Source: an optimization exercise on an open RTL-to-GDS flow (aim: small area, a short achievable clock period and few clock cycles per item). Production flows keep margins and buffers that such runs may drop. Function was checked by simulation only, so behaviour that the tests miss may differ from the original. No activity file was given, so power comes from the tool's default toggle rates.

run A:
==> flow/design.v (excerpt) <==
module online_linear_regression_fit (
  input  logic                             clk,
  input  logic                             rst_n,
  input  logic                             in_valid,
  output logic                             in_ready,
  input  logic [olr_pkg::X_BITS-1:0]       in_x_coord,
  input  logic signed [olr_pkg::Y_W-1:0]   in_y_value,
  output logic                             out_valid,
  input  logic                             out_ready,
  output logic signed [olr_pkg::RES_W-1:0] out_slope_value,
  output logic signed [olr_pkg::RES_W-1:0] out_offset_value,
  output logic                             out_fit_valid,
  output logic [olr_pkg::COUNT_BITS-1:0]   out_points_seen,
  output logic                             out_point_dropped
);
Size in the first run: about 17000 cells after synthesis, about 1500 flip-flops, about 0.14 mm^2 of cells after synthesis.
Settings: LEC_CHECK=0, CAP_MARGIN=20, CORE_MARGIN=2, CORE_UTILIZATION=40, SETUP_SLACK_MARGIN=3, SLEW_MARGIN=20; clock period 9.0 ns.
run.sh (not shown) runs the stock make flow with config.mk's settings and CLKGATE_MAP_FILE= SYNTH_SCRIPT=/design/flow/synth_recipe.tcl, a recipe that flattens the netlist after the stock synthesis.
Run A did not stop at any stage, and its layout met the timing, DRC and antenna checks.
Testbench counts of run A, summed over its fixed seeds: cycles 9,332, items 1,024.
### run A -> run B
- a change of SETUP_SLACK_MARGIN from 3 to 4.5
--- outcome ---
- Biggest cell delay along the critical path: run B lower than run A
- Clock share of power: run B vs run A down 1.2 points
- Run B vs run A, relative max-transition margin went up by 3.2 points.
- Looking at worst-case vdd ir drop, run B sits above run A.
- Compared with run A, run B improves time the final worst path needs with I/O delays and setup.
- In the tables for run B and run A, routing usage on met2 reads lower with run A.
- | multi-input logic area | higher: run B |
- Going from run A to run B, the post-synthesis to final-layout area growth was found to have gone up by 5.3 points.
- Going from run A to run B, per-cell routed wire length now sits higher, total routing resource utilization after global routing now sits higher.
What run C does differently from run B at the input level:
- a change of CORE_UTILIZATION from 40 to 45
Findings:
When the final numbers for run C and run B were put side by side, the non-clock buffer count turned out to be smaller in run C. In terms of count of instances resized after the clock tree is built, run C and run B differ only marginally. Total buffers and inverters traversed by the critical path, run C and run B, higher one = run C.
diff inputs: run C => run D
- swapping 45 for 50 in CORE_UTILIZATION
- swapping 4.5 for 4 in SETUP_SLACK_MARGIN
==> comparison <==
Compared with run C, run D is the less power-hungry design. Looking at time the worst path needs with I/O delays and setup across both flows, run D is the weaker of the two, with run C ahead. Run D finished every step from synthesis to the final layout, and the layout passed the timing, DRC and antenna checks. Run D vs. run C: number of cells in the finished layout apart from fillers dropped 632; final core area utilization +3.6 points.

* * *

online_linear_regression_fit, a different RTL version from the one above (not shown whole).
For scale: ~17000 cells after synthesis, roughly 1500 flip-flops, ~130 I/O pins, about 140000 µm² of cells after synthesis.
clock: 9.0 ns
lec_check: 0
cap_margin: 20
core_margin: 2
core_utilization: 40
setup_slack_margin: 4
slew_margin: 20
Testbench counts at the start, summed over its fixed seeds: cycles 9,332, items 1,024.
Next try:
SETUP_SLACK_MARGIN = 5   (was 4)
The changed run finished with timing, DRC and antenna clean.
Cell area grows by 12%.
Power grows by 8.2%.
Utilization grows by 5.3 points.
Die area is unchanged.
Clock skew shrinks by 0.0043 ns.
Combinational power grows by 34%.
Hold slack improves by 0.018 ns.
Final cell count grows by 4.0%.
Wire length grows by 9.8%.
Critical path depth grows by 9.
Via count grows by 6.0%.

* * *

zinc:
Another version of the RTL of online_linear_regression_fit (not shown whole).
Size: roughly 16000 cells after synthesis, ~130 I/O pins, roughly 0.14 sq mm of cells after synthesis.
==> flow/design.v (excerpt) <==
module online_linear_regression_fit (
  input  logic                             clk,
  input  logic                             rst_n,
  input  logic                             in_valid,
  output logic                             in_ready,
  input  logic [olr_pkg::X_BITS-1:0]       in_x_coord,
  input  logic signed [olr_pkg::Y_W-1:0]   in_y_value,
  output logic                             out_valid,
  input  logic                             out_ready,
  output logic signed [olr_pkg::RES_W-1:0] out_slope_value,
  output logic signed [olr_pkg::RES_W-1:0] out_offset_value,
  output logic                             out_fit_valid,
  output logic [olr_pkg::COUNT_BITS-1:0]   out_points_seen,
  output logic                             out_point_dropped
);
export LEC_CHECK = 0
export CAP_MARGIN = 20
export CORE_MARGIN = 2
export CORE_UTILIZATION = 40
export SETUP_SLACK_MARGIN = 4.5
export SLEW_MARGIN = 20
create_clock -name core_clock -period 9.0 [get_ports {clk}]
zinc completed; timing, DRC and antenna clean
Testbench counts of zinc, summed over its fixed seeds: cycles 9,332, items 1,024.
Modified inputs, onyx compared to zinc
diff --git a/flow/config.mk b/flow/config.mk
--- a/flow/config.mk
+++ b/flow/config.mk
@@ -9,4 +9,4 @@
 export CORE_MARGIN = 2
 export CORE_UTILIZATION = 40
-export SETUP_SLACK_MARGIN = 4.5
+export SETUP_SLACK_MARGIN = 4
 export SLEW_MARGIN = 20
[summary]
[flow] onyx | stages: complete | final checks: fail | reason: capacitance limit, slew limit. onyx and zinc ended up with nearly the same hold slack. In the flow results for onyx and zinc, the final RePlAce weighted congestion is larger on zinc. Side by side, register fraction of the total cell area turned out higher in onyx than in zinc. The count of multi-input combinational gates was comparable across onyx and zinc. Per the comparison of onyx with zinc, buffer count excluding the clock tree in the final layout saw a decrease, via count decreased by 2.0% relative to the old numbers, power down 4.0%, cell area after synthesis flat.

* * *

online_linear_regression_fit, a different RTL version from the one above (not shown whole).
Size in the first run: about 12,000 cells after synthesis.
Settings: LEC_CHECK=0, CAP_MARGIN=20, CORE_MARGIN=2, CORE_UTILIZATION=40, SETUP_SLACK_MARGIN=5, SLEW_MARGIN=20; clock period 9.0 ns.
Testbench counts at the start, summed over its fixed seeds: cycles 17,552, items 1,024.
==> next run, changes <==
SETUP_SLACK_MARGIN = 4   (was 5)
Result:
- wire length decreases by roughly a tenth
- die area stays the same
- area after synthesis stays the same
- setup slack is worse by 0.45 ns
- power decreases by roughly a tenth
- design area decreases by roughly a tenth
- via count decreases by a few percent
- synthesized cell count is unchanged
- count of clock-buffer cells in the layout decreases by 1
- sequential share of layout area increases by 2.8 points

[what the ideal ports hide]
The flow's constraints put no driver on any port. The routed layouts listed below were extracted and timed again, unchanged, in two steps.
Step 1 (the two cells are an assumption about what drives the block):
set clk [get_ports {clk}]
set_driving_cell -lib_cell sky130_fd_sc_hd__clkbuf_16 $clk
set_driving_cell -lib_cell sky130_fd_sc_hd__buf_2 [delete_from_list [all_inputs] $clk]
Step 2, shift: input delay + t, output delay - t, t = (earliest + latest rising clock arrival at the registers) / 2. This alone moves slack from input paths to output paths.
Three values: no drivers, after step 1, after step 2; two values: the first two.
run	shift t [ns]	slack for setup (ns)	hold slack, ns
run A	0.968	3.294 / 3.294 / 3.294	0.436 / 0.436 / 0.436
run B	0.978	4.273 / 4.273 / 4.273	0.425 / 0.425 / 0.425
run C	0.994	4.334 / 4.334 / 4.334	0.432 / 0.432 / 0.432
run D	0.977	4.028 / 4.028 / 4.028	0.423 / 0.423 / 0.423
the first run of note 2	1.010	4.077 / 4.077 / 4.077	0.424 / 0.424 / 0.424
the second run of note 2	1.011	4.416 / 4.416 / 4.416	0.442 / 0.442 / 0.442
zinc	1.008	4.321 / 4.321 / 3.787	0.441 / 0.441 / 0.441
onyx	1.009	4.012 / 4.012 / 3.612	0.439 / 0.439 / 0.439
the first run of note 4	0.927	4.539 / 4.539 / 4.182	0.450 / 0.450 / 0.450
the second run of note 4	0.918	4.086 / 4.086 / 4.086	0.423 / 0.423 / 0.423
For zinc, which loses most, drivers alone change the setup slack by 0.000 ns; drivers and shift together by -0.534 ns.
